This design comes from an exercise in tuning for small area, a short achievable clock period and few clock cycles per item on the open sky130 flow, not from production work. In this exercise RTL edits were held to simulation tests only and were not proved equivalent to the original. No activity file was given, so power comes from the tool's default toggle rates.

File: flow/run.sh
#!/bin/bash
# Standard layout, with the smallest plain buffer on every port instead of
# the default port buffer.
set -euo pipefail
export BUFFER_PORTS_ARGS="-buffer_cell sky130_fd_sc_hd__buf_1"
bash standard.sh > standard.log 2>&1
File: standard.sh
#!/bin/bash
# synth_recipe.tcl (not shown) runs the flow's synth.tcl, then flattens the netlist and writes it again
# the make line also repeats each setting of config.mk as NAME=value (left out here)
make -C /OpenROAD-flow-scripts/flow DESIGN_CONFIG=/design/flow/config.mk WORK_HOME=/design/flow/orfs CLKGATE_MAP_FILE= SYNTH_SCRIPT=/design/flow/synth_recipe.tcl "${@:-finish}"
File: config.mk
export PLATFORM = sky130hd
export DESIGN_NAME = ekf_frontend_top
export DESIGN_NICKNAME = ekf_frontend_top
export VERILOG_FILES = /design/flow/design.v
export SDC_FILE = /design/flow/constraint.sdc
export NUM_CORES = 4
export LEC_CHECK = 0
export CAP_MARGIN = 20
export CORE_MARGIN = 2
export CORE_UTILIZATION = 50
export CTS_BUF_LIST = sky130_fd_sc_hd__clkbuf_4 sky130_fd_sc_hd__clkbuf_8
export SETUP_SLACK_MARGIN = 2.6
export SLEW_MARGIN = 20
File: constraint.sdc
create_clock -name core_clock -period 5.5 [get_ports {clk}]
set_input_delay 1.1000 -clock core_clock [delete_from_list [all_inputs] [get_ports {clk}]]
set_output_delay 1.1000 -clock core_clock [all_outputs]
set_load 0.01 [all_outputs]
File: design.v
`default_nettype none
package ekf_pkg;
  typedef enum logic [2:0] {
    STAGE_IDLE = 3'd0,
    STAGE_PRD  = 3'd1,
    STAGE_NEW  = 3'd2,
    STAGE_UPD  = 3'd3
  } stage_e;
  typedef logic signed [32-1:0] data_t;
  typedef logic [31:0] plb_addr_t;
  typedef logic [10-1:0] lm_idx_t;
endpackage
`default_nettype wire
`timescale 1ns/1ps
`default_nettype none
module ekf_frontend_top (
  input  wire                clk,
  input  wire                sys_rst,
  input  wire                ekf_pkg::stage_e i_stage_val,
  output logic               o_stage_rdy,
  input  wire                ekf_pkg::lm_idx_t i_l_k,
  input  wire                ekf_pkg::data_t i_rk,
  input  wire                ekf_pkg::data_t i_phi,
  output logic               o_plb_en,
  output logic               o_plb_we,
  output ekf_pkg::plb_addr_t o_plb_addr,
  output ekf_pkg::data_t     o_plb_din,
  input  wire                ekf_pkg::data_t i_plb_dout,
  output logic               o_init_predict,
  output logic               o_init_newlm,
  output logic               o_init_update,
  output ekf_pkg::data_t     o_xk,
  output ekf_pkg::data_t     o_yk,
  output ekf_pkg::data_t     o_xita,
  output ekf_pkg::data_t     o_lkx,
  output ekf_pkg::data_t     o_lky,
  input  wire                i_done_predict,
  input  wire                i_done_newlm,
  input  wire                i_done_update,
  input  wire                ekf_pkg::data_t i_result_0,
  input  wire                ekf_pkg::data_t i_result_1,
  input  wire                ekf_pkg::data_t i_result_2,
  input  wire                ekf_pkg::data_t i_result_3,
  input  wire                ekf_pkg::data_t i_result_4,
  input  wire                ekf_pkg::data_t i_result_5
);
  localparam logic [12:0] J = 13'd4096;
  localparam int C_AEN  = 0;    
  localparam int C_BW   = 1;    
  localparam int C_INV  = 2;    
  localparam int C_WR0  = 3;    
  localparam int C_WR1  = 4;    
  localparam int C_WR2  = 5;    
  localparam int C_M01  = 6;    
  localparam int C_M02  = 7;    
  localparam int C_MRK  = 8;    
  localparam int C_MPHI = 9;    
  localparam int C_M10  = 10;   
  localparam int C_M34  = 11;   
  localparam int C_M43  = 12;   
  localparam int C_LAST = 13;
  localparam int C_SUM  = 14;   
  localparam int CW     = 15;
  logic          rdy_q;
  logic [1:0]    kind_q;
  logic [6:1]    ph_q;          
  logic          wait_q;        
  logic          wr_q;          
  logic [3:0]    n_q;           
  logic [CW-1:0] ctl_q;
  logic          en_q, we_q;
  logic [12:0]   addr_q;
  logic          ini_p_q, ini_n_q, ini_u_q;
  logic          wt_p_q, wt_n_q, wt_u_q, wt_nu_q, wt_pu_q;
  logic          wr_next;
  logic [31:0]   r0, r1, r2, r3, r4, wd;
  logic          acc, done_hit;
  logic [CW-1:0] ctl_d;
  logic [2:0]    adn_q, adc_q, adcn_q;
  logic [12:0]   lm, lm1;
  assign acc = rdy_q & ~i_stage_val[2] & (i_stage_val[1] | i_stage_val[0]);
  assign done_hit = (wt_p_q & i_done_predict) | (wt_n_q & i_done_newlm) |
                    (wt_u_q & i_done_update);
  assign wr_next  = done_hit | (wr_q & ~ctl_q[C_LAST]);
  assign lm  = {1'b0, 11'({1'b0, i_l_k} + 11'd1), 1'b1};    
  assign lm1 = {1'b0, 11'({1'b0, i_l_k} + 11'd2), 1'b0};    
  function automatic logic [CW-1:0] ctl_of(input logic [1:0] kind, input logic [3:0] c);
    logic [CW-1:0] t;
    t = '0;
    case (kind)
      2'd1: case (c)
        4'd1: begin t[C_AEN] = 1; t[C_BW] = 1; t[C_M01] = 1; end             
        4'd2: begin t[C_AEN] = 1; t[C_M02] = 1; t[C_M34] = 1; t[C_M43] = 1; end  
        4'd3: begin t[C_AEN] = 1; t[C_M34] = 1; end                           
        4'd4: t[C_INV] = 1;                                                   
        default: t[C_LAST] = 1;
      endcase
      2'd2: case (c)
        4'd1: begin t[C_AEN] = 1; t[C_M01] = 1; t[C_M10] = 1; t[C_M34] = 1; end  
        4'd2: t[C_AEN] = 1;                                                   
        4'd3: t[C_WR0] = 1;                                                   
        4'd4: t[C_BW] = 1;                                                    
        4'd5: t[C_WR1] = 1;                                                   
        4'd6: t[C_BW] = 1;                                                    
        4'd7: t[C_WR2] = 1;                                                   
        default: t[C_LAST] = 1;
      endcase
      default: case (c)
        4'd1, 4'd3, 4'd5, 4'd7: begin t[C_BW] = 1; t[C_INV] = 1; end          
        4'd2: begin t[C_WR0] = 1; t[C_MRK] = 1; end                           
        4'd4: t[C_WR1] = 1;                                                   
        4'd6: t[C_WR2] = 1;                                                   
        4'd8: begin t[C_AEN] = 1; t[C_INV] = 1; t[C_MPHI] = 1; t[C_M34] = 1; end  
        4'd9: begin t[C_AEN] = 1; t[C_INV] = 1; end                           
        default: t[C_LAST] = 1;
      endcase
    endcase
    t[C_SUM] = ~(t[C_WR0] | t[C_WR1] | t[C_WR2]);
    ctl_of = t;
  endfunction
  function automatic logic [12:0] addr_of(input logic [1:0] kind, input logic [3:0] c,
                                          input logic [12:0] lmw,
                                          input logic [12:0] lm1w);
    logic [12:0] a;
    a = J;
    case (kind)
      2'd1: case (c)
        4'd1: a = J + 13'd1;
        4'd2: a = 13'd0;
        4'd3: a = 13'd1;
        4'd4: a = 13'd2;
        default: a = J;
      endcase
      2'd2: case (c)
        4'd1: a = J + 13'd2;
        4'd2: a = lmw;
        4'd3: a = lm1w;
        4'd4: a = J;
        4'd5: a = J + 13'd3;
        4'd6: a = J + 13'd1;
        4'd7: a = J + 13'd5;
        default: a = J + 13'd4;
      endcase
      default: case (c)
        4'd1: a = J + 13'd4;
        4'd2: a = J;
        4'd3: a = J + 13'd7;
        4'd4: a = J + 13'd3;
        4'd5: a = J + 13'd2;
        4'd6: a = J + 13'd6;
        4'd7: a = J + 13'd5;
        4'd8: a = J + 13'd1;
        4'd9: a = J + 13'd8;
        default: a = J + 13'd9;
      endcase
    endcase
    addr_of = a;
  endfunction
  always_ff @(posedge clk) begin
    if (rdy_q) begin
      kind_q <= i_stage_val[1:0];
    end
  end
  assign ctl_d = ctl_of(kind_q, wr_q ? n_q : 4'd1);
  always_ff @(posedge clk) begin
    ctl_q <= wr_next ? ctl_d : '0;
    adn_q <= ~ctl_d[2:0];
    adc_q <= ctl_d[2:0] & {3{wait_q | wr_q}};
    adcn_q <= ~(ctl_d[2:0] & {3{wait_q | wr_q}});
    n_q   <= wr_q ? n_q + 4'd1 : 4'd2;
    if (rdy_q) begin
      addr_q <= 13'd0;
    end else if (wait_q) begin
      addr_q <= addr_of(kind_q, 4'd1, lm, lm1);
    end else if (wr_q) begin
      addr_q <= addr_of(kind_q, n_q, lm, lm1);
    end else begin
      case (1'b1)
        ph_q[1]: addr_q <= 13'd1;
        ph_q[2]: addr_q <= 13'd2;
        ph_q[3]: addr_q <= lm;
        ph_q[4]: addr_q <= lm1;
        default: ;
      endcase
    end
  end
  always_ff @(posedge clk) begin
    if (sys_rst) begin
      rdy_q   <= 1'b1;
      ph_q    <= '0;
      wait_q  <= 1'b0;
      wr_q    <= 1'b0;
      en_q    <= 1'b0;
      we_q    <= 1'b0;
      ini_p_q <= 1'b0;
      ini_n_q <= 1'b0;
      ini_u_q <= 1'b0;
      wt_p_q  <= 1'b0;
      wt_n_q  <= 1'b0;
      wt_u_q  <= 1'b0;
      wt_nu_q <= 1'b0;
      wt_pu_q <= 1'b0;
    end else begin
      ph_q    <= {ph_q[5:1], acc};
      ini_p_q <= ph_q[5] & (kind_q == 2'd1);
      ini_n_q <= ph_q[5] & (kind_q == 2'd2);
      ini_u_q <= ph_q[5] & (kind_q == 2'd3);
      if (acc) rdy_q <= 1'b0;
      if (acc | ph_q[1] | ph_q[2] | ph_q[3] | ph_q[4]) begin
        en_q <= 1'b1;
      end else if (!wr_q) begin
        en_q <= 1'b0;
      end
      if (ph_q[5]) begin
        wait_q  <= 1'b1;
        wt_p_q  <= (kind_q == 2'd1);
        wt_n_q  <= (kind_q == 2'd2);
        wt_u_q  <= (kind_q == 2'd3);
        wt_nu_q <= (kind_q == 2'd2) | (kind_q == 2'd3);
        wt_pu_q <= (kind_q == 2'd1) | (kind_q == 2'd3);
      end else if (done_hit) begin
        wait_q  <= 1'b0;
        wt_p_q  <= 1'b0;
        wt_n_q  <= 1'b0;
        wt_u_q  <= 1'b0;
        wt_nu_q <= 1'b0;
        wt_pu_q <= 1'b0;
      end
      we_q <= done_hit | (we_q & ~ctl_q[C_LAST]);
      if (done_hit) begin
        wr_q <= 1'b1;
        en_q <= 1'b1;
      end else if (wr_q && ctl_q[C_LAST]) begin
        wr_q  <= 1'b0;
        en_q  <= 1'b0;
        rdy_q <= 1'b1;
      end
    end
  end
  logic [31:0] opa, opb, sum;
  assign opa = {{8{~adcn_q[C_AEN]}}, {8{adc_q[C_AEN]}}, {8{~adn_q[C_AEN]}},
                {8{ctl_q[C_AEN]}}} & r0;
  assign opb[7:0]   = (ctl_q[C_BW] ? wd[7:0] : r3[7:0]) ^ {8{ctl_q[C_INV]}};
  assign opb[15:8]  = (adn_q[C_BW] ? r3[15:8] : wd[15:8]) ^ {8{~adn_q[C_INV]}};
  assign opb[23:16] = (adc_q[C_BW] ? wd[23:16] : r3[23:16]) ^ {8{adc_q[C_INV]}};
  assign opb[31:24] = (adcn_q[C_BW] ? r3[31:24] : wd[31:24]) ^ {8{~adcn_q[C_INV]}};
  assign sum = opa + opb + {31'd0, ctl_q[C_INV]};
  function automatic logic [31:0] ao(input logic en, input logic [31:0] v);
    ao = {32{en}} & v;
  endfunction
  logic s0_f, s0_w, s0_1, s0_2, s0_k, s0_p;
  logic s1_f, s1_w, s1_0;
  logic s2_f, s2_n, s2_u;
  logic s3_f, s3_p, s3_u, s3_4;
  logic s4_f, s4_w, s4_3;
  logic sw_p, sw_n, sw_u, sw_0, sw_1, sw_2, sw_s;
  assign s0_f = ph_q[2];
  assign s0_w = wt_nu_q;
  assign s0_1 = ctl_q[C_M01];
  assign s0_2 = ctl_q[C_M02];
  assign s0_k = ctl_q[C_MRK];
  assign s0_p = ctl_q[C_MPHI];
  assign s1_f = ph_q[3];
  assign s1_w = wt_nu_q;
  assign s1_0 = ctl_q[C_M10];
  assign s2_f = ph_q[4];
  assign s2_n = wt_n_q;
  assign s2_u = wt_u_q;
  assign s3_f = ph_q[5];
  assign s3_p = wt_p_q;
  assign s3_u = wt_u_q;
  assign s3_4 = ctl_q[C_M34];
  assign s4_f = ph_q[6];
  assign s4_w = wt_pu_q & ~ph_q[6];
  assign s4_3 = ctl_q[C_M43];
  assign sw_p = wt_p_q;
  assign sw_n = wt_n_q;
  assign sw_u = wt_u_q;
  assign sw_0 = ctl_q[C_WR0];
  assign sw_1 = ctl_q[C_WR1];
  assign sw_2 = ctl_q[C_WR2];
  assign sw_s = ctl_q[C_SUM];
  always_ff @(posedge clk) begin
    r0 <= ao(s0_f, i_plb_dout) | ao(s0_w, i_result_3) | ao(s0_1, r1) |
            ao(s0_2, r2) | ao(s0_k, i_rk) | ao(s0_p, i_phi) |
          ao(~(s0_f | s0_w | s0_1 | s0_2 | s0_k | s0_p), r0);
    r1 <= ao(s1_f, i_plb_dout) | ao(s1_w, i_result_2) | ao(s1_0, r0) |
          ao(~(s1_f | s1_w | s1_0), r1);
    r2 <= ao(s2_f, i_plb_dout) | ao(s2_n, i_result_1) | ao(s2_u, i_result_5) |
          ao(~(s2_f | s2_n | s2_u), r2);
    r3 <= ao(s3_f, i_plb_dout) | ao(s3_p, i_result_3) | ao(s3_u, i_result_0) |
            ao(s3_4, r4) |
          ao(~(s3_f | s3_p | s3_u | s3_4), r3);
    r4 <= ao(s4_f, i_plb_dout) | ao(s4_w, i_result_1) | ao(s4_3, r3) |
          ao(~(s4_f | s4_w | s4_3), r4);
    wd <= ao(sw_p, i_result_2) | ao(sw_n, i_result_0) | ao(sw_u, i_result_4) |
          ao(sw_0, r0) | ao(sw_1, r1) | ao(sw_2, r2) | ao(sw_s, sum);
  end
  assign o_stage_rdy    = rdy_q;
  assign o_plb_en       = en_q;
  assign o_plb_we       = we_q;
  assign o_plb_addr     = {17'd0, addr_q, 2'b00};
  assign o_plb_din      = wd;
  assign o_init_predict = ini_p_q;
  assign o_init_newlm   = ini_n_q;
  assign o_init_update  = ini_u_q;
  assign o_xk           = r0;
  assign o_yk           = r1;
  assign o_xita         = r2;
  assign o_lkx          = r3;
  assign o_lky          = i_plb_dout;
endmodule
`default_nettype wire
==> notes.md, run 1 <==
* Gr usage total at 40.53%
* Design Power at ~6.5 mW
* Vias in the first global route at ~17000
* TNS Setup at 0 ps
* Top cells by area, synth: dfxtp_1, a22oi_1, nand2_1
* Crit Path Class: register to register
* Inst Count DP at 2572
* Switch share at between 30% and 40%
* Fin crit share at 52.19%
* Syn Inst Count at between 1500 and 2000
* R2R Setup Slk at between 2000 and 3000 ps
* Final WL at around 67000 microns
* Finished Cell Area at ~18000 sq um
* First-pass GRT wire length at roughly 100000 microns
* Nets at around 2600
* DR DRC count at 0
* Vias at 17710
* Worst skew pair latency at approximately 570 ps
* Row count at 63
* Layout cells sized above 1 at 8.267%
* Die W at around 180 microns
* Hold path cells at 2
* Area delta synth->final at 20.74%
* Clock power share at between 20 and 30%
* Critical-path cell list: buf_12, mux2i_1, xnor2_1, ha_1, and3_1, a221oi_4, o221ai_4, o211ai_2, a21boi_1, or3_1, a31o_2
* Post-Syn Area at roughly 15000 sq um
* Clock Skews at roughly 24 ps
* Num Clock Sinks at roughly 260
* Setup crit end kind: register
* Max-Cap Viols at 0
* Placer Congestion at about 0.93
* IR Drop Worst-Case VDD at ~220 uV
* RSZ-0062 raised after global routing: true
* Reg2reg start: ctl_q[1]
* Total power per unit cell area at ~360 nW/um^2
* Most common library cells after synthesis: a22oi_1, nand2_1, dfxtp_1
* Starting Density at 50.52%
* TritonCTS Buffers at 45
* P_sw at roughly 2.4 mW
* Yosys top cell area share at between 30% and 40%
* CTS root buf: clkbuf_8
* Worst r2r path cells at 11
* Final Hold Violating Endpoints at 0
* Worst slew pin tran at approximately 1200 ps
* Ys async rst share at 0%
* Status: timing/DRC/antenna clean
* Clock Pin Slew Worst Setup and Hold Paths at 60 ps
* Max Slew Vio Count at 0
* Slew HR at 19.48%
* Leak at 7.034 nW
* Avg WL per Cell at about 25 microns
* Overflow after GRT at 0
* Most frequent cell after synthesis: a22oi_1
* P_int at between 4 and 5 mW
* I/O pins at ~540
* Slowest CP cell: dfxtp_4
* Layout Cells excl Fill at ~2700
* H-Tree Depth at 2
* Worst-path fanout max at 5
* R2r endpoint: wd[16]
* First drt pass iteration count at 10
* Initial DRC count at approximately 2700
* Critical path required time at 5940 ps
* Drt via density at roughly 6.6
* Combinational power share at 28.0%
* Crit path launch type: register
* Arrival time worst endpoint at between 3000 and 4000 ps
* Hold-fix buffers, CTS at 0
* Core area at between 20000 and 30000 sq um
* EDFF count, synth at 2
* Register share of total power at between 40% and 50%
* Min Tclk post-route at between 2000 and 3000 ps
* Yosys reg bits at 257
* I/O Buffers at about 520
* Post-synth top area cell: dfxtp_1
* Hold EP: r3[19]
* Synth unique cells at roughly 70
* Placed inst area at between 15000 and 20000 sq um
* Hold/Removal Path Class: register to register
* DIE AREA at roughly 31000 sq um
* Post-synth top flop: dfxtp_1
* Mean cell area of the mapped netlist at 8.183 sq um
* Post-DP HPWL at ~45000 microns
* Syn. warnings at 1
* CTS tree: built
* HP Start: r4[19]
* Crit-path max cell delay at approximately 400 ps
* Largest net degree at the start of global routing at 67
* Max Clk Rate at ~0.35 GHz
* Sequential area share after synthesis at about a third
* Chip height at 176.8 microns
* CTS max path bufs at 3
* Setup Viol. Count Final at 0
* Number of antenna-violating nets in the routed design at 0
* Initial antenna violation count at 5
* FILL cells at ~2800
* Fin Hold WS at ~470 ps
==> cell usage in the layout, fill, tap and decap left out, types with 30 or more instances in the layout <==
cell type / instances
a21oi_1: 49
a222oi_1: 67
a22oi_1: 307
buf_1: 516
clkbuf_8: 55
dfxtp_1: 232
ha_1: 33
inv_1: 30
nand2_1: 291
nand3_1: 66
nand4_1: 43
nor2_1: 69
o21ai_0: 62
xnor2_1: 36
==> per-layer routing <==
metal	global-route usage [%]	vias to the layer above	wire, microns
li1	-	7693	-
met1	53.27	8389	26210
met2	63.09	1366	29680
met3	9.128	259	7728
met4	19.11	2	3328
met5	0	-	16
==> logic make-up after synthesis <==
kind of cell,share of synthesized area [%]
flops,34.59
simple gates,18.31
fa+ha+maj,3.821
xor+xnor,3.754
buf+inv,6.988
mux,2.497
compound gates,30.02
other cells,0.02511
==> state kept, by name, summed over array words and instances (netlist names), 2 cells and up, named ones only <==
signal,count
adc_q,3
adcn_q,3
addr_q,13
adn_q,3
ctl_q,14
kind_q,2
n_q,4
ph_q,6
r0,32
r1,32
r2,32
r3,32
r4,32
wd,32
==> area by class of cell <==
type | instances | area, sq um | share of cell area, %
multi-input combinational | 1362 | 9082 | 50.37
timing repair buffer | 547 | 2190 | 12.14
tap | 390 | 488.0 | 2.706
sequential | 257 | 5206 | 28.88
clock buffer | 72 | 884.6 | 4.906
antenna | 5 | 12.51 | 0.06940
clock inverter | 5 | 50.05 | 0.2776
inverter | 31 | 116.4 | 0.6454
==> worst max-delay path, delay by kind of cell (launching register included) <==
| kind | cells | cell delay, ps |
|---|---|---|
| AO/OA/AOI/OAI | 5 | 1050 |
| XOR/XNOR | 1 | 150 |
| adder cells (fa/ha/maj) | 1 | 290 |
| buffers and inverters | 1 | 130 |
| flip-flops | 1 | 400 |
| multiplexers | 1 | 210 |
| AND/OR/NAND/NOR | 2 | 540 |
==> metrics by stage <==
stage               util [%]  worst slack (ps)
floorplan                  -              2620
global route           60.99              2506
CTS                    60.01              2544
global placement       56.43              2167
finish                 60.99              2630
detailed placement     56.43              2087
==> power groups by stage <==
stage	Clock (mW)	Sequential, mW	Combinational (mW)
finish	1.87	2.83	1.83
global placement	0	2.82	1.67
floorplan	0	2.80	0.955
CTS	1.88	2.79	1.73
global route	1.96	2.86	2.01
detailed placement	0	2.83	1.69
==> how the worst max path moves through the flow <==
| stage | startpoint | to | slack (ps) | cells past startpoint |
|---|---|---|---|---|
| after floorplan | ctl_q[1] | wd[16] | 2620 | 11 |
| after global placement | ctl_q[1] | wd[30] | 2170 | 10 |
| after detailed placement | ctl_q[1] | wd[30] | 2090 | 10 |
| after CTS | ctl_q[1] | wd[16] | 2540 | 11 |
| after global routing | ctl_q[1] | wd[15] | 2510 | 11 |
| final | ctl_q[1] | wd[16] | 2630 | 11 |
==> repair_timing <==
item                                    4_1_cts  5_1_grt
endpoints found under the setup margin       18       21
buffers inserted                              8        7
resized for setup                            13       45
pin swaps                                    10       31
Testbench counts, summed over its fixed seeds: cycles 22,971, stages 1,200.
==> inputs of run 2 (changes only) <==
--- a/config.mk
+++ b/config.mk
@@ -11,3 +11,3 @@
 export CTS_BUF_LIST = sky130_fd_sc_hd__clkbuf_4 sky130_fd_sc_hd__clkbuf_8
-export SETUP_SLACK_MARGIN = 2.6
+export SETUP_SLACK_MARGIN = 2.9
 export SLEW_MARGIN = 20
==> run 2 against run 1 <==
Still clean; sequential share of layout area down 0.50 points; critical path depth down 1; flip-flop and latch count unchanged; count of clock-buffer cells in the layout up 11; via count up 0.74%; clock skew up 4.9 ps; synthesized cell count unchanged; critical endpoint unchanged; largest cell class unchanged; largest power group unchanged.
==> notes.md, run 2 <==
* Combinational power share at 28.3% (+0.3 points)
* Yosys reg bits at 257 (unchanged)
* Die W at 176.8 microns (unchanged)
* Slowest CP cell: dfxtp_4
* I/O pins at 536 (unchanged)
* Finished Cell Area at 18380 sq um (+1.9%)
* Avg WL per Cell at 25.38 microns (+1.2%)
* CTS root buf: clkbuf_8
* Arrival time worst endpoint at 3320 ps (about the same)
* Layout cells sized above 1 at 11.55% (+3.3 points)
* Most common cell after layout, fill and taps aside: buf_1
* Most frequent cell after synthesis: a22oi_1
* Gr usage total at 41.39% (+0.85 points)
* Row count at 63 (unchanged)
* Most common library cells after synthesis: a22oi_1, nand2_1, dfxtp_1
* Area delta synth->final at 23.06%
* Slew HR at 16.50% (-3.0 points)
* IR Drop Worst-Case VDD at 212.6 uV (-4.5%)
* Max-Cap Viols at 0 (unchanged)
* Core area at 29560 sq um (unchanged)
* Syn. warnings at 1 (unchanged)
* Worst skew pair latency at 570 ps (about the same)
* Nets at 2619 (+0.92%)
* Crit-path max cell delay at 440 ps (+40 ps)
* Ys async rst share at 0% (unchanged)
* Register share of total power at 42.5% (-0.9 points)
* Fin crit share at 52.18% (about the same)
* Largest net degree at the start of global routing at 67 (unchanged)
* Leading cell types in the layout, fill and taps excluded: buf_1, a22oi_1, nand2_1
* Status: timing/DRC/antenna clean
* Placer Congestion at 0.9199 (-1.2%)
* Synth unique cells at 72 (unchanged)
* First drt pass iteration count at 12 (+2)
* Initial antenna violation count at 3 (-2)
* Clock Skews at 28.73 ps (+4.905 ps)
* Crit path max-delay family: compound AO/OA/AOI/OAI gates
* I/O Buffers at 516 (unchanged)
* Total power per unit cell area at 363.3 nW/um^2 (+0.44%)
* Post-DP HPWL at 45590 microns (+1.3%)
* Overflow after GRT at 0 (unchanged)
* DIE AREA at 31270 sq um (unchanged)
* Initial DRC count at 2895 (+5.3%)
* Hold-fix buffers, CTS at 0 (unchanged)
* Mean cell area of the mapped netlist at 8.183 sq um (unchanged)
* Clock power share at 29.3% (+0.7 points)
* H-Tree Depth at 2 (unchanged)
* Drt via density at 6.615 (-0.31%)
* Max Slew Vio Count at 0 (unchanged)
* Setup Viol. Count Final at 0 (unchanged)
* Clock Pin Slew Worst Setup and Hold Paths at 70 ps (about the same)
* Hold/Removal Path Class: register to register
* First-pass GRT wire length at 100200 microns (+1.9%)
* Vias in the first global route at 16640 (+0.30%)
* Sequential area share after synthesis at 34.59% (unchanged)
* Leak at 7.300 nW (+3.8%)
* Worst-path fanout max at 7 (+2)
* Crit Path Class: register to register
* Syn Inst Count at 1825 (unchanged)
* CTS tree: built
* Crit path launch type: register
* Worst slew pin tran at 1253 ps (+44.75 ps)
* P_sw at 2.500 mW (+2.2%)
* Layout Cells excl Fill at 2697 (+1.0%)
* Min Tclk post-route at 2870 ps (-0.3000 ps)
* Chip height at 176.8 microns (unchanged)
* Number of antenna-violating nets in the routed design at 0 (unchanged)
* Num Clock Sinks at 257 (unchanged)
* Post-synth top flop: dfxtp_1
* Critical path required time at 5950 ps (about the same)
* Placed inst area at 16740 sq um (+0.37%)
* Critical-path cell list: mux2i_2, xnor2_1, ha_1, a21o_1, a221oi_4, o221ai_4, o211ai_2, a21boi_1, or3_1, a31o_2
* CTS max path bufs at 3 (unchanged)
* Final WL at 68460 microns (+2.2%)
* Fin Hold WS at 461.2 ps (-5.280 ps)
* Yosys top cell area share at 34.19% (unchanged)
* Top cells by area, synth: dfxtp_1, a22oi_1, nand2_1
* TNS Setup at 0 ps (unchanged)
* EDFF count, synth at 2 (unchanged)
* Inst Count DP at 2579 (+0.27%)
* Starting Density at 50.52% (unchanged)
* Switch share at 37.45% (-0.070 points)
* Post-Syn Area at 14930 sq um (unchanged)
* Max Clk Rate at 0.3484 GHz (about the same)
* Post-synth top area cell: dfxtp_1
* Final Hold Violating Endpoints at 0 (unchanged)
* TritonCTS Buffers at 47 (+4.4%)
* P_int at 4.176 mW (+2.5%)
* Core Util, Final at 62.17% (+1.2 points)
* RSZ-0062 raised after global routing: true
* DR DRC count at 0 (unchanged)
* Vias at 17840 (+0.74%)
* FILL cells at 2805 (+1.0%)
* Setup crit end kind: register
* Bufs and invs on worst path at 0 (-1)
-- run 2: cell types whose count changed in the layout (fill, tap and decap cells not counted), sizes merged --
cell | before | now
clkinv | 5 | 3
diode | 5 | 3
bufinv | 1 | 0
buf | 547 | 567
clkbuf | 72 | 85
-- run 2: worst min-delay path, stage by stage (launching register included) --
cell     delay (ps)
dfxtp_1         310
nand2_1          60
a21oi_1          50
-- run 2: final cells by class --
cell class / instances / area (sq um) / area share (%)
flip-flops and latches: 257 / 5214 / 28.37
diodes: 3 / 7.507 / 0.04085
multi-input cells: 1362 / 9161 / 49.85
clock inverters: 2 / 10.01 / 0.05447
clock buffers: 83 / 992.2 / 5.399
well taps: 390 / 488.0 / 2.655
repair buffers: 569 / 2387 / 12.99
inverters: 31 / 116.4 / 0.6332
-- run 2: power by group through the flow --
stage               registers, mW  logic (mW)  clock network, mW
floorplan                    2.80       0.959                  0
global placement             2.83        1.67                  0
detailed placement           2.83        1.69                  0
CTS                          2.80        1.81               1.95
global route                 2.87        2.07               2.05
finish                       2.83        1.89               1.95
-- run 2: cells by family (layout without fill, tap and decap cells) --
logic type                 count (synthesis)  in the layout  synth area share [%]
AOI/OAI and AO/OA                        603            603                 30.02
xor gates and xnor gates                  64             64                 3.754
adders and majority gates                 45             45                 3.821
buffers and inverters                    224            685                 6.988
DFF                                      257            257                 34.59
muxes                                     36             36                 2.497
other                                      1             22               0.02511
and+or+nand+nor                          595            595                 18.31
-- run 2: per-layer routing --
| metal | wire [microns] | share of wire (%) | vias up | global-route usage [%] |
|---|---|---|---|---|
| met1 | 26580 | 39 | 8462 | 55.02 |
| met3 | 8355 | 12 | 232 | 10.29 |
| met2 | 30460 | 44 | 1395 | 62.97 |
| li1 | - | - | 7751 | - |
| met4 | 3068 | 4.5 | 0 | 19.42 |
| met5 | 0 | 0 | - | 0 |
-- run 2: final timing paths --
path,start,to,slack [ps],cells after the start
worst max-delay path,ctl_q[1],wd[16],2630,10
worst max register to register,ctl_q[1],wd[16],2630,10
worst min register to register,addr_q[1],addr_q[1],460,2
worst min-delay path,addr_q[1],addr_q[1],460,2
-- run 2: what timing repair did --
item,in CTS,in global routing
resized for setup,77,38
cloned,0,0
pin swaps,20,16
buffers inserted,22,8
endpoints found under the setup margin,60,48
-- run 2: stage by stage --
step | power (mW) | worst slack, ps
final | 6.676 | 2630
after global routing | 6.986 | 2478
after CTS | 6.560 | 2685
after floorplan | 3.757 | 2789
after global placement | 4.496 | 2542
after detailed placement | 4.521 | 2415
==> inputs of run 3 (changes only) <==
--- a/design.v
+++ b/design.v
@@ -61,4 +61,3 @@
   localparam int C_LAST = 13;
-  localparam int C_SUM  = 14;   
-  localparam int CW     = 15;
+  localparam int CW     = 14;
   logic          rdy_q;
@@ -73,4 +72,2 @@
   logic          ini_p_q, ini_n_q, ini_u_q;
-  logic          wt_p_q, wt_n_q, wt_u_q, wt_nu_q, wt_pu_q;
-  logic          wr_next;
   logic [31:0]   r0, r1, r2, r3, r4, wd;
@@ -81,5 +78,5 @@
   assign acc = rdy_q & ~i_stage_val[2] & (i_stage_val[1] | i_stage_val[0]);
-  assign done_hit = (wt_p_q & i_done_predict) | (wt_n_q & i_done_newlm) |
-                    (wt_u_q & i_done_update);
-  assign wr_next  = done_hit | (wr_q & ~ctl_q[C_LAST]);
+  assign done_hit = wait_q & ((kind_q == 2'd1 & i_done_predict) |
+                              (kind_q == 2'd2 & i_done_newlm) |
+                              (kind_q == 2'd3 & i_done_update));
   assign lm  = {1'b0, 11'({1'b0, i_l_k} + 11'd1), 1'b1};    
@@ -117,3 +114,2 @@
     endcase
-    t[C_SUM] = ~(t[C_WR0] | t[C_WR1] | t[C_WR2]);
     ctl_of = t;
@@ -165,3 +161,3 @@
   always_ff @(posedge clk) begin
-    ctl_q <= wr_next ? ctl_d : '0;
+    ctl_q <= ctl_d;
     adn_q <= ~ctl_d[2:0];
@@ -197,7 +193,2 @@
       ini_u_q <= 1'b0;
-      wt_p_q  <= 1'b0;
-      wt_n_q  <= 1'b0;
-      wt_u_q  <= 1'b0;
-      wt_nu_q <= 1'b0;
-      wt_pu_q <= 1'b0;
     end else begin
@@ -214,15 +205,5 @@
       if (ph_q[5]) begin
-        wait_q  <= 1'b1;
-        wt_p_q  <= (kind_q == 2'd1);
-        wt_n_q  <= (kind_q == 2'd2);
-        wt_u_q  <= (kind_q == 2'd3);
-        wt_nu_q <= (kind_q == 2'd2) | (kind_q == 2'd3);
-        wt_pu_q <= (kind_q == 2'd1) | (kind_q == 2'd3);
+        wait_q <= 1'b1;
       end else if (done_hit) begin
-        wait_q  <= 1'b0;
-        wt_p_q  <= 1'b0;
-        wt_n_q  <= 1'b0;
-        wt_u_q  <= 1'b0;
-        wt_nu_q <= 1'b0;
-        wt_pu_q <= 1'b0;
+        wait_q <= 1'b0;
       end
@@ -240,2 +221,4 @@
   logic [31:0] opa, opb, sum;
+  logic        mv;
+  assign mv  = wr_q;
   assign opa = {{8{~adcn_q[C_AEN]}}, {8{adc_q[C_AEN]}}, {8{~adn_q[C_AEN]}},
@@ -257,27 +240,27 @@
   assign s0_f = ph_q[2];
-  assign s0_w = wt_nu_q;
-  assign s0_1 = ctl_q[C_M01];
-  assign s0_2 = ctl_q[C_M02];
-  assign s0_k = ctl_q[C_MRK];
-  assign s0_p = ctl_q[C_MPHI];
+  assign s0_w = wait_q & (kind_q != 2'd1);
+  assign s0_1 = mv & ctl_q[C_M01];
+  assign s0_2 = mv & ctl_q[C_M02];
+  assign s0_k = mv & ctl_q[C_MRK];
+  assign s0_p = mv & ctl_q[C_MPHI];
   assign s1_f = ph_q[3];
-  assign s1_w = wt_nu_q;
-  assign s1_0 = ctl_q[C_M10];
+  assign s1_w = wait_q & (kind_q != 2'd1);
+  assign s1_0 = mv & ctl_q[C_M10];
   assign s2_f = ph_q[4];
-  assign s2_n = wt_n_q;
-  assign s2_u = wt_u_q;
+  assign s2_n = wait_q & (kind_q == 2'd2);
+  assign s2_u = wait_q & (kind_q == 2'd3);
   assign s3_f = ph_q[5];
-  assign s3_p = wt_p_q;
-  assign s3_u = wt_u_q;
-  assign s3_4 = ctl_q[C_M34];
+  assign s3_p = wait_q & (kind_q == 2'd1);
+  assign s3_u = wait_q & (kind_q == 2'd3);
+  assign s3_4 = mv & ctl_q[C_M34];
   assign s4_f = ph_q[6];
-  assign s4_w = wt_pu_q & ~ph_q[6];
-  assign s4_3 = ctl_q[C_M43];
-  assign sw_p = wt_p_q;
-  assign sw_n = wt_n_q;
-  assign sw_u = wt_u_q;
-  assign sw_0 = ctl_q[C_WR0];
-  assign sw_1 = ctl_q[C_WR1];
-  assign sw_2 = ctl_q[C_WR2];
-  assign sw_s = ctl_q[C_SUM];
+  assign s4_w = wait_q & ~ph_q[6] & (kind_q != 2'd2);
+  assign s4_3 = mv & ctl_q[C_M43];
+  assign sw_p = wait_q & (kind_q == 2'd1);
+  assign sw_n = wait_q & (kind_q == 2'd2);
+  assign sw_u = wait_q & (kind_q == 2'd3);
+  assign sw_0 = ~wait_q & ctl_q[C_WR0];
+  assign sw_1 = ~wait_q & ctl_q[C_WR1];
+  assign sw_2 = ~wait_q & ctl_q[C_WR2];
+  assign sw_s = ~wait_q & ~ctl_q[C_WR0] & ~ctl_q[C_WR1] & ~ctl_q[C_WR2];
   always_ff @(posedge clk) begin
--- a/config.mk
+++ b/config.mk
@@ -11,3 +11,3 @@
 export CTS_BUF_LIST = sky130_fd_sc_hd__clkbuf_4 sky130_fd_sc_hd__clkbuf_8
-export SETUP_SLACK_MARGIN = 2.9
+export SETUP_SLACK_MARGIN = 2.2
 export SLEW_MARGIN = 20
==> run 3 against run 2 <==
Clock power about the same; critical path depth down 5; largest cell class unchanged; worst setup slack worse by 360 ps; via count down 4.3%.
==> notes.md, run 3 <==
* Status: timing/DRC/antenna clean
* Nets at 2542 (-2.9%)
* TNS Setup at 0 ps (unchanged)
* Vias in the first global route at 16190 (-2.7%)
* Row count at 62 (-1.6%)
* Final Hold Violating Endpoints at 0 (unchanged)
* CTS max path bufs at 3 (unchanged)
* Mean cell area of the mapped netlist at 8.239 sq um (+0.69%)
* H-Tree Depth at 2 (unchanged)
* RSZ-0062 raised after global routing: false
* Critical path required time at 5990 ps (+40 ps)
* Most frequent cell after synthesis: nand2_1
* Most common cell after layout, fill and taps aside: buf_1
* Avg WL per Cell at 25.49 microns (+0.43%)
* Syn. warnings at 1 (unchanged)
* CTS tree: built
* Core area at 28780 sq um (-2.6%)
* Post-DP HPWL at 44610 microns (-2.1%)
* Starting Density at 50.93% (+0.41 points)
* Placer Congestion at 0.9176 (-0.25%)
* Layout cells sized above 1 at 6.924% (-4.6 points)
* Hold-fix buffers, CTS at 0 (unchanged)
* I/O pins at 536 (unchanged)
* DIE AREA at 30700 sq um (-1.8%)
* IR Drop Worst-Case VDD at 180.7 uV (-15%)
* Worst setup margin at 2274 ps (-355.6 ps)
* Critical-path cell list: nor4_1, and2_0, nor2_1, o211ai_1, a21oi_1
* Arrival time worst endpoint at 3720 ps (+400 ps)
* Post-synth top area cell: dfxtp_1
* Vias at 17070 (-4.3%)
* Largest net degree at the start of global routing at 66 (-1.5%)
* CTS root buf: clkbuf_8
* Yosys reg bits at 251 (-2.3%)
* Area delta synth->final at 19.64%
* FILL cells at 2791 (-0.50%)
* Sequential area share after synthesis at 34.42% (-0.17 points)
* Crit Path Class: register to register
* Worst skew pair latency at 570 ps (about the same)
* Total power per unit cell area at 398.6 nW/um^2 (+9.7%)
* Ys async rst share at 0% (unchanged)
* Setup WS pre-CTS at 1938 ps (-476.5 ps)
* Num Clock Sinks at 251 (-2.3%)
* Met2 global-route usage at 64.48% (+1.5 points)
* Worst slew pin tran at 1249 ps (-3.272 ps)
* Drt via density at 6.541 (-1.1%)
* Clock Pin Slew Worst Setup and Hold Paths at 60 ps (about the same)
* Crit path launch type: register
* Slew HR at 16.72% (+0.22 points)
* M1 GR Usage at 51.72% (-3.3 points)
* Post-synth top flop: dfxtp_1
* Leading cell types in the layout, fill and taps excluded: buf_1, nand2_1, a22oi_1, dfxtp_1, a222oi_1
* Min Tclk post-route at 3226 ps (+355.6 ps)
* Layer with the highest usage: met2
* DR DRC count at 0 (unchanged)
* Core Util, Final at 60.93% (-1.2 points)
* Max Clk Rate at 0.3100 GHz (-11%)
* Number of antenna-violating nets in the routed design at 0 (unchanged)
* Leak at 6.925 nW (-5.1%)
* Post-Syn Area at 14660 sq um (-1.8%)
* Syn Inst Count at 1779 (-2.5%)
* Most common library cells after synthesis: nand2_1, dfxtp_1, a22oi_1
* Fin crit share at 58.65% (+6.5 points)
* EDFF count, synth at 2 (unchanged)
* Yosys top cell area share at 34.01% (-0.18 points)
* Gr usage total at 41.18% (-0.20 points)
* Chip height at 175.2 microns (-0.90%)
* Initial DRC count at 2471 (-15%)
* Initial antenna violation count at 1 (-2)
* Fin Hold WS at 441.3 ps (-19.92 ps)
* Die W at 175.2 microns (-0.90%)
* Max Slew Vio Count at 0 (unchanged)
* Slowest CP cell: dfxtp_2
* TritonCTS Buffers at 46 (-2.1%)
* Setup Viol. Count Final at 0 (unchanged)
* Overflow after GRT at 0 (unchanged)
* Crit-path max cell delay at 1160 ps (+720 ps)
* Setup crit end kind: register
* Met3 usage at 10.53% (+0.24 points)
* Hold/Removal Path Class: register to register
* Worst-path fanout max at 36 (+29)
* Final WL at 66510 microns (-2.8%)
* Synth unique cells at 75 (+4.2%)
* First drt pass iteration count at 9 (-3)
* Max-Cap Viols at 0 (unchanged)
* Clock Skews at 16.82 ps (-11.91 ps)
* Top cells by area, synth: dfxtp_1, a22oi_1, nand2_1
* First-pass GRT wire length at 97610 microns (-2.6%)
* I/O Buffers at 516 (unchanged)
## run 3: changes by cell type in the layout (fill, tap and decap cells not counted), sizes merged, moves of 11 or more
cell	previous run	this run
a222oi	67	99
buf	567	540
nor2	69	52
clkbuf	85	74
a22oi	308	240
nand2	293	325
nand3	67	53
## run 3: kinds of logic (layout without fill, tap and decap cells)
family / after synthesis / count (layout) / synth area share [%]
other cells: 1 / 20 / 0.02558
xor+xnor: 68 / 68 / 4.063
buf+inv: 221 / 648 / 7.136
mux: 36 / 36 / 2.544
flops: 251 / 251 / 34.42
simple gates: 587 / 587 / 18.15
compound gates: 570 / 570 / 29.77
fa+ha+maj: 45 / 45 / 3.892
## run 3: metrics by stage
stage          instances  power, mW  area [sq um]
2_1_floorplan       1797      4.094         14730
3_3_place_gp        2523      5.000         16440
3_5_place_dp        2525      5.026         16490
4_1_cts             2606      6.934         17480
5_1_grt             2609      7.315         17540
6_report            2609      6.990         17540
## run 3: worst max-delay path, delay by kind of cell (launching register included)
family,cells,cell delay [ps]
simple gates,3,1540
flops,1,1160
compound gates,2,460
## run 3: final cells by class
cell class,count,area (sq um),share of cell area (%)
multi-input combinational,1325,8758,49.94
timing repair buffer,540,2161,12.32
sequential,251,5059,28.85
clock buffer,74,912.1,5.201
antenna,1,2.502,0.01427
tap,384,480.5,2.740
clock inverter,7,62.56,0.3567
inverter,27,101.3,0.5779
## run 3: final timing paths
path / start / to / slack, ps / cells past startpoint
min: r4[23] / r4[23] / 440 / 2
max reg2reg: ph_q[2] / addr_q[1] / 2270 / 5
max: ph_q[2] / addr_q[1] / 2270 / 5
min reg2reg: r4[23] / r4[23] / 440 / 2
## run 3: routing by layer
layer | part of all wire [%] | vias up
met5 | 0 | -
met1 | 38 | 7978
li1 | - | 7510
met4 | 6.1 | 0
met2 | 44 | 1315
met3 | 12 | 263
## run 3: power breakdown
group	switching [mW]	internal [mW]
registers	0.571	2.33
logic	1.34	0.829
clock network	0.828	1.09
## run 3: repair_timing
item / 4_1_cts / 5_1_grt
gates cloned: 0 / 0
resized for setup: 3 / 10
setup buffers: 0 / 1
setup endpoints to repair: 8 / 61
pin swaps: 0 / 2
Testbench counts of run 3, summed over its fixed seeds: cycles 22,971, stages 1,200.
==> inputs of run 4 (changes only) <==
--- a/design.v
+++ b/design.v
@@ -75,3 +75,3 @@
   logic [CW-1:0] ctl_d;
-  logic [2:0]    adn_q, adc_q, adcn_q;
+  logic [2:0]    adn_q;
   logic [12:0]   lm, lm1;
@@ -163,4 +163,2 @@
     adn_q <= ~ctl_d[2:0];
-    adc_q <= ctl_d[2:0] & {3{wait_q | wr_q}};
-    adcn_q <= ~(ctl_d[2:0] & {3{wait_q | wr_q}});
     n_q   <= wr_q ? n_q + 4'd1 : 4'd2;
@@ -223,8 +221,5 @@
   assign mv  = wr_q;
-  assign opa = {{8{~adcn_q[C_AEN]}}, {8{adc_q[C_AEN]}}, {8{~adn_q[C_AEN]}},
-                {8{ctl_q[C_AEN]}}} & r0;
-  assign opb[7:0]   = (ctl_q[C_BW] ? wd[7:0] : r3[7:0]) ^ {8{ctl_q[C_INV]}};
-  assign opb[15:8]  = (adn_q[C_BW] ? r3[15:8] : wd[15:8]) ^ {8{~adn_q[C_INV]}};
-  assign opb[23:16] = (adc_q[C_BW] ? wd[23:16] : r3[23:16]) ^ {8{adc_q[C_INV]}};
-  assign opb[31:24] = (adcn_q[C_BW] ? r3[31:24] : wd[31:24]) ^ {8{~adcn_q[C_INV]}};
+  assign opa = {{16{~adn_q[C_AEN]}}, {16{ctl_q[C_AEN]}}} & r0;
+  assign opb[15:0]  = (ctl_q[C_BW] ? wd[15:0] : r3[15:0]) ^ {16{ctl_q[C_INV]}};
+  assign opb[31:16] = (adn_q[C_BW] ? r3[31:16] : wd[31:16]) ^ {16{~adn_q[C_INV]}};
   assign sum = opa + opb + {31'd0, ctl_q[C_INV]};
==> run 4 against run 3 <==
Clock skew rose by 18 ps; final cell count fell by 0.88%; largest cell class unchanged; flip-flop and latch count fell by 6; largest power group unchanged; critical path depth rose by 3; first-iteration DRC count rose by 13%; worst setup slack got worse by 20 ps; clock power barely moved; sequential power rose by 1%; combinational power rose by 22%; critical path type unchanged; core utilization rose by 1.4 points; fmax fell by 0.61%; still clean.
==> notes.md, run 4 <==
* Status: timing/DRC/antenna clean
* Total power per unit cell area at 429.9 nW/um^2 (+7.9%)
* Critical path required time at 5910 ps (-80 ps)
* Mean cell area of the mapped netlist at 8.201 sq um (-0.46%)
* Worst-path fanout max at 42 (+17%)
* Hold/Removal Path Class: register to register
* Synth unique cells at 63 (-16%)
* Starting Density at 51.15% (+0.22 points)
* Post-synth top area cell: dfxtp_1
* DR DRC count at 0 (unchanged)
* Min Tclk post-route at 3246 ps (+19.93 ps)
* RSZ-0062 raised after global routing: true
* Diodes inserted at 0 (-1)
* Core Util, Final at 62.30% (+1.4 points)
* CTS root buf: clkbuf_8
* Drt via density at 6.520 (-0.33%)
* Row count at 61 (-1.6%)
* Die W at 173.3 microns (-1.1%)
* Gr usage total at 40.09% (-1.1 points)
* Crit Path Class: register to register
* Yosys top cell area share at 33.95% (-0.054 points)
* Post-Syn Area at 14330 sq um (-2.3%)
* Overflow after GRT at 0 (unchanged)
* Placer Congestion at 0.9420 (+2.7%)
* Syn Inst Count at 1747 (-1.8%)
* Most common cell after layout, fill and taps aside: buf_1
* Max-Cap Viols at 0 (unchanged)
* Num Clock Sinks at 245 (-2.4%)
* Max Clk Rate at 0.3081 GHz (-0.61%)
* Initial DRC count at 2801 (+13%)
* Core area at 28010 sq um (-2.7%)
* Arrival time worst endpoint at 3660 ps (-60 ps)
* TNS Setup at 0 ps (unchanged)
* H-Tree Depth at 2 (unchanged)
* Vias in the first global route at 16020 (-1.0%)
* Design Power at 7.502 mW (+7.3%)
* Post-synth top flop: dfxtp_1
* EDFF count, synth at 2 (unchanged)
* Max Slew Vio Count at 0 (unchanged)
* Worst slew pin tran at 1278 ps (+29.17 ps)
* Ys async rst share at 0% (unchanged)
* Final WL at 64440 microns (-3.1%)
* Fin crit share at 59.01% (+0.36 points)
* First-pass GRT wire length at 94920 microns (-2.8%)
* Chip height at 173.3 microns (-1.1%)
* Layout cells sized above 1 at 8.288% (+1.4 points)
* Clock Pin Slew Worst Setup and Hold Paths at 60 ps (about the same)
* Crit path launch type: register
* Hold-fix buffers, CTS at 0 (unchanged)
* DIE AREA at 30020 sq um (-2.2%)
* Setup Viol. Count Final at 0 (unchanged)
* Syn. warnings at 1 (unchanged)
* Vias at 16860 (-1.2%)
* Avg WL per Cell at 24.92 microns (-2.2%)
* Nets at 2527 (-0.59%)
* Setup crit end kind: register
* Final Hold Violating Endpoints at 0 (unchanged)
* Worst skew pair latency at 570 ps (about the same)
* Initial antenna violation count at 0 (-1)
* IR Drop Worst-Case VDD at 264.8 uV (+47%)
* Leading cell types in the layout, fill and taps excluded: buf_1, nand2_1, a22oi_1
* Most common library cells after synthesis: nand2_1, dfxtp_1, a22oi_1
* First drt pass iteration count at 8 (-1)
* Area delta synth->final at 21.79%
* Post-DP HPWL at 43450 microns (-2.6%)
* Leak at 6.997 nW (+1.0%)
* CTS tree: built
* Sequential area share after synthesis at 34.37% (-0.045 points)
* Yosys reg bits at 245 (-2.4%)
* Most frequent cell after synthesis: nand2_1
* Slew HR at 14.77% (-1.9 points)
* Largest net degree at the start of global routing at 49 (-26%)
* Clock Skews at 34.64 ps (+17.82 ps)
* Number of antenna-violating nets in the routed design at 0 (unchanged)
* CTS max path bufs at 3 (unchanged)
* I/O pins at 536 (unchanged)
* Top cells by area, synth: dfxtp_1, a22oi_1, nand2_1
* I/O Buffers at 516 (unchanged)
* TritonCTS Buffers at 45 (-2.2%)
-- run 4: path summary, 6_finish.rpt --
kind / end / slack (ps) / from / cells past startpoint
worst max register to register: r2[0] / 2250 / kind_q[0] / 8
worst min-delay path: r4[23] / 440 / r4[23] / 2
worst min register to register: r4[23] / 440 / r4[23] / 2
worst max-delay path: r2[0] / 2250 / kind_q[0] / 8
-- run 4: cells by family (layout without fill, tap and decap cells) --
group / count (synthesis) / count (layout) / share of synthesized area [%]
compound gates: 561 / 561 / 29.81
xor+xnor: 70 / 70 / 4.279
fa+ha+maj: 45 / 45 / 3.982
buf+inv: 220 / 663 / 7.152
flops: 245 / 245 / 34.37
mux: 33 / 33 / 2.393
other cells: 1 / 19 / 0.02617
simple gates: 572 / 572 / 17.99
-- run 4: per-stage QoR --
stage	area (sq um)	hold slack, ps	instances	setup WS [ps]
6_report	17450	440.8	2586	2255
5_1_grt	17450	457.1	2586	2152
4_1_cts	17190	442.0	2568	2198
2_1_floorplan	14400	422.2	1765	2216
3_3_place_gp	16120	429.9	2486	1130
3_5_place_dp	16120	432.6	2486	1049
-- run 4: layer usage --
| metal | share of wire, % | GRT usage, % | up-vias | wire [microns] |
|---|---|---|---|---|
| li1 | - | - | 7417 | - |
| met1 | 38 | 50.55 | 7885 | 24630 |
| met2 | 45 | 64.78 | 1312 | 29170 |
| met3 | 11 | 9.079 | 246 | 7174 |
| met4 | 5.4 | 19.60 | 0 | 3467 |
| met5 | 0 | 0 | - | 0 |
-- run 4: layout make-up --
type / instances / area [sq um]
clock inverters: 6 / 60.06
clock buffers: 73 / 923.4
multi-input cells: 1300 / 8678
repair buffers: 559 / 2276
fillers: 2646 / 10560
inverters: 25 / 93.84
well taps: 378 / 473.0
flip-flops and latches: 245 / 4945
-- run 4: power by group --
group	internal (mW)	switching, mW
Combinational	1.09	1.56
Sequential	2.32	0.619
Clock	1.10	0.809
Total	4.51	2.99
-- run 4: repair_timing --
item,CTS,global route
endpoints found under the setup margin,25,10
resized for setup,14,28
buffers inserted,3,18
pin swaps,3,26
-- run 4: critical path: stages (launching register included) --
cell and delay, ps:
edfxtp_1 420, inv_1 80, ha_1 520, and2_2 1030, buf_4 510, nor3_2 90, buf_4 260, nand2_1 100
nand2_1 50
Testbench counts of run 4, summed over its fixed seeds: cycles 22,971, stages 1,200.

## separate check: timing with driven ports
How much do the figures lean on ideal ports? The routed layouts below were timed once more, with nothing changed but the port constraints.
Step 1: set_driving_cell puts a clkbuf_16 on clk and a buf_2 on each other input, an assumption about the parent block.
Step 2 times the ports against the registers' clock, not the clock port: input delays grow and output delays shrink by t, the midpoint of the rising clock arrivals with the driver on.
Three values: ideal ports, drivers, drivers and shift; two values: the first two.
run	shift t [ns]	setup slack, ns	worst hold slack (ns)	latest minus earliest clock arrival (ns)	worst slew at a driven data input, ns
run 1	0.606	2.630 / 2.602 / 2.552	0.467 / 0.467 / 0.467	0.024 / 0.024	0.13
run 2	0.607	2.630 / 2.630 / 2.516	0.461 / 0.461 / 0.461	0.031 / 0.030	0.13
run 3	0.609	2.274 / 2.274 / 2.274	0.441 / 0.441 / 0.441	0.017 / 0.017	0.16
run 4	0.599	2.254 / 2.254 / 2.254	0.441 / 0.441 / 0.441	0.035 / 0.035	0.07
After both steps setup and hold are still met in every run listed. The setup slack of run 2, which loses most, moves by 0.000 ns with the drivers and by -0.114 ns with both steps.
